From an optimization exercise on the open Yosys and OpenROAD flow, aimed at small area, a short achievable clock period and few clock cycles per item; shortcuts taken in it are not production practice.
Where RTL was checked, it was by simulation tests only, not by an equivalence proof against the original.
Power is estimated from default activity; no workload was simulated.

==> flow/design.v (excerpt) <==
module fan_step_hysteresis_level #(
	parameter int LEVELS = fshl_pkg::LEVELS_DEF
) (
	input  logic                           clk,
	input  logic                           arst_n,
	input  logic                           in_valid,
	output logic                           in_stall,
	input  fshl_pkg::temp_t                cpu_temp,
	input  fshl_pkg::temp_t                temp_regulator,
	input  fshl_pkg::temp_t                charger_temp,
	input  logic                           powered,
	output logic                           out_valid,
	input  logic                           out_stall,
	output logic [fshl_pkg::RPM_W-1:0]     target_rpm,
	output logic [fshl_pkg::LEVEL_W-1:0]   fan_level,
	input  logic                           cfg_valid,
	output logic                           cfg_ready,
	input  logic [fshl_pkg::CFG_IDX_W-1:0] cfg_index,
	input  logic [fshl_pkg::CFG_DATA_W-1:0] cfg_data
);
Size in the first run: roughly 2,100 cells after synthesis, roughly 480 flip-flops.
export LEC_CHECK = 0
export CAP_MARGIN = 20
export CORE_MARGIN = 2
export CORE_UTILIZATION = 40
export SLEW_MARGIN = 20
create_clock -name core_clock -period 5.0 [get_ports {clk}]
run.sh (not shown) runs the stock make flow with config.mk's settings and CLKGATE_MAP_FILE= SYNTH_SCRIPT=/design/flow/synth_recipe.tcl, a recipe that flattens the netlist after the stock synthesis.
The baseline finished clean.
Rerun with:
--- a/flow/config.mk
+++ b/flow/config.mk
@@ -9,3 +9,4 @@
 export CORE_MARGIN = 2
 export CORE_UTILIZATION = 40
+export SETUP_SLACK_MARGIN = 3.0
 export SLEW_MARGIN = 20
Result: Synthesized cell count stays the same; core utilization rose by 2.9 points; via count went up by about 3%; total power rose by about 8%; sequential share of layout area goes down by 2.7 points; maximum frequency goes up by 43%; cell area went up by 6.1%; die area does not change.
No run of this note included a check of the RTL's function; only the layout flow was run.


fan_step_hysteresis_level, a different RTL version from the one above (not shown whole).
For scale: ~1,400 cells after synthesis.
Design fan_step_hysteresis_level, start of the top module:
module fan_step_hysteresis_level #(
	parameter int LEVELS = fshl_pkg::LEVELS_DEF
) (
	input  logic                           clk,
	input  logic                           arst_n,
	input  logic                           in_valid,
	output logic                           in_stall,
	input  fshl_pkg::temp_t                cpu_temp,
	input  fshl_pkg::temp_t                temp_regulator,
	input  fshl_pkg::temp_t                charger_temp,
	input  logic                           powered,
	output logic                           out_valid,
	input  logic                           out_stall,
	output logic [fshl_pkg::RPM_W-1:0]     target_rpm,
	output logic [fshl_pkg::LEVEL_W-1:0]   fan_level,
	input  logic                           cfg_valid,
	output logic                           cfg_ready,
	input  logic [fshl_pkg::CFG_IDX_W-1:0] cfg_index,
	input  logic [fshl_pkg::CFG_DATA_W-1:0] cfg_data
);
clock: 5.0 ns
lec_check: 0
cap_margin: 20
core_margin: 2
core_utilization: 40
cts_buf_list: sky130_fd_sc_hd__clkbuf_16
cts_cluster_diameter: 70
cts_cluster_size: 28
setup_slack_margin: 3.0
slew_margin: 20
standard.sh (not shown) runs the stock make flow with config.mk's settings and CLKGATE_MAP_FILE= SYNTH_SCRIPT=/design/flow/synth_recipe.tcl, a recipe that flattens the netlist after the stock synthesis.
==> flow/flow/run.sh <==
#!/bin/bash
# Own layout flow: the standard layout (standard.sh, with its unchanged synthesis)
# run with one extra ORFS setting, in a config file that includes the standard flow's config.mk:
# the port buffers that global placement inserts start as buf_1 instead of the default
# buffer (repair still resizes any of them where slew, load or timing needs it).
# The make run's full output goes to flow_make.log in this folder.
set -euo pipefail
here=$(pwd)
{
	echo "include $here/config.mk"
	echo "export BUFFER_PORTS_ARGS = -buffer_cell sky130_fd_sc_hd__buf_1"
} > "$here/flow_config.mk"
sed "s#DESIGN_CONFIG=[^ ]*#DESIGN_CONFIG=$here/flow_config.mk#" standard.sh > own_standard.sh
bash own_standard.sh > flow_make.log 2>&1
The starting point ran to the end with no violations.
Testbench counts at the start, summed over its fixed seeds: cycles 4,822, items 4,255.
==> next run, changes <==
- CORE_UTILIZATION: 40 -> 55
- CTS_CLUSTER_DIAMETER: 70 -> 60
- CTS_CLUSTER_SIZE: 28 -> 24
What happened:
- The changed run ran to the end with no violations
- wire length drops by about 0.32%
- global-route usage is higher by 8.0 points
- clock skew barely changes
- final cell count shrinks by about 8%
- area after synthesis stays the same
==> next run, changes <==
==> flow/flow/run.sh (replaced) <==
#!/bin/bash
# Own layout flow: the standard layout (standard.sh, with its unchanged synthesis)
# run with extra ORFS settings, in a config file that includes the standard flow's config.mk:
#  - the port buffers that global placement inserts start as buf_1 instead of the default
#    buffer (repair still resizes any of them where slew, load or timing needs it);
#  - clock tree synthesis with the clustering of config.mk and no dummy loads.
# The make run's full output goes to flow_make.log in this folder.
set -euo pipefail
here=$(pwd)
{
	echo "include $here/config.mk"
	echo "export BUFFER_PORTS_ARGS = -buffer_cell sky130_fd_sc_hd__buf_1"
	echo "export CTS_ARGS = -sink_clustering_enable -repair_clock_nets -sink_clustering_size 28 -sink_clustering_max_diameter 70 -buf_list sky130_fd_sc_hd__clkbuf_16 -dont_use_dummy_load"
} > "$here/flow_config.mk"
sed "s#DESIGN_CONFIG=[^ ]*#DESIGN_CONFIG=$here/flow_config.mk#" standard.sh > own_standard.sh
bash own_standard.sh > flow_make.log 2>&1
- CORE_UTILIZATION: 55 -> 40
- CTS_CLUSTER_DIAMETER: 60 -> 70
- CTS_CLUSTER_SIZE: 24 -> 28
- GPL_ROUTABILITY_DRIVEN: default -> 0
Synthesized area stays the same.
Cell area went down slightly.
Non-clock buffer count came out higher by 6.
Flip-flop and latch count is unchanged.
Sequential share of layout area goes up by 0.59 points.


Another version of the RTL of fan_step_hysteresis_level (not shown whole).
For scale: ~1500 cells after synthesis, ~490 flip-flops, about 130 I/O pins, roughly 21000 um2 of cells after synthesis.
clock: 5.0 ns
lec_check: 0
cap_margin: 20
core_margin: 2
core_utilization: 40
cts_buf_list: sky130_fd_sc_hd__clkbuf_4 sky130_fd_sc_hd__clkbuf_8
setup_slack_margin: 3.0
slew_margin: 20
run.sh (not shown) runs the stock make flow with config.mk's settings and CLKGATE_MAP_FILE= SYNTH_SCRIPT=/design/flow/synth_recipe.tcl, a recipe that flattens the netlist after the stock synthesis.
Stock flow here: none of the scripts above is used.
Edit:
- CTS_BUF_LIST: sky130_fd_sc_hd__clkbuf_4 sky130_fd_sc_hd__clkbuf_8 -> unset
=> The new run finished with timing, DRC and antenna clean. Cell area rose by 0.56%. Power rose by 4.1%. Routed wire length fell by 1.5%. Via count fell by 1.6%. First-iteration DRC count rose by 2.0%. Die area stays the same. Register-to-register slack is about the same. Sequential share of layout area fell by 0.30 points.
No run of this note included a check of the RTL's function; only the layout flow was run.

==> static timing again, ports no longer ideal <==
No port has a modelled driver above. Below, the same layouts with a new extraction and two added sets of constraints. Step 1 sets driving cells, clkbuf_16 on the clock port and buf_2 on the other inputs (assumed; they add their load-dependent delay and slew). Step 2 times the ports against the registers' clock, not the clock port: input delays grow and output delays shrink by t, the midpoint of the rising clock arrivals with the driver on. Three values: ideal ports, drivers, drivers and shift; two values: the first two.
run | t (ns) | setup WS [ns] | hold slack, ns
the first run of note 1 | 0.666 | 1.246 / 1.279 / 0.613 | 0.458 / 0.458 / 0.458
the second run of note 1 | 0.662 | 2.373 / 2.397 / 1.734 | 0.452 / 0.452 / 0.452
the first run of note 2 | 0.653 | 2.619 / 2.550 / 1.897 | 0.473 / 0.480 / 0.509
the second run of note 2 | 0.601 | 2.393 / 2.377 / 1.775 | 0.506 / 0.506 / 0.506
the third run of note 2 | 0.631 | 2.612 / 2.565 / 1.934 | 0.496 / 0.498 / 0.498
the first run of note 3 | 0.720 | 2.259 / 2.166 / 1.446 | 0.465 / 0.465 / 0.465
the second run of note 3 | 0.637 | 2.167 / 2.138 / 1.501 | 0.465 / 0.465 / 0.465
After both steps every run listed still meets setup and hold. For the first run of note 3, which loses most, drivers alone change the setup slack by -0.093 ns; drivers and shift together by -0.813 ns.
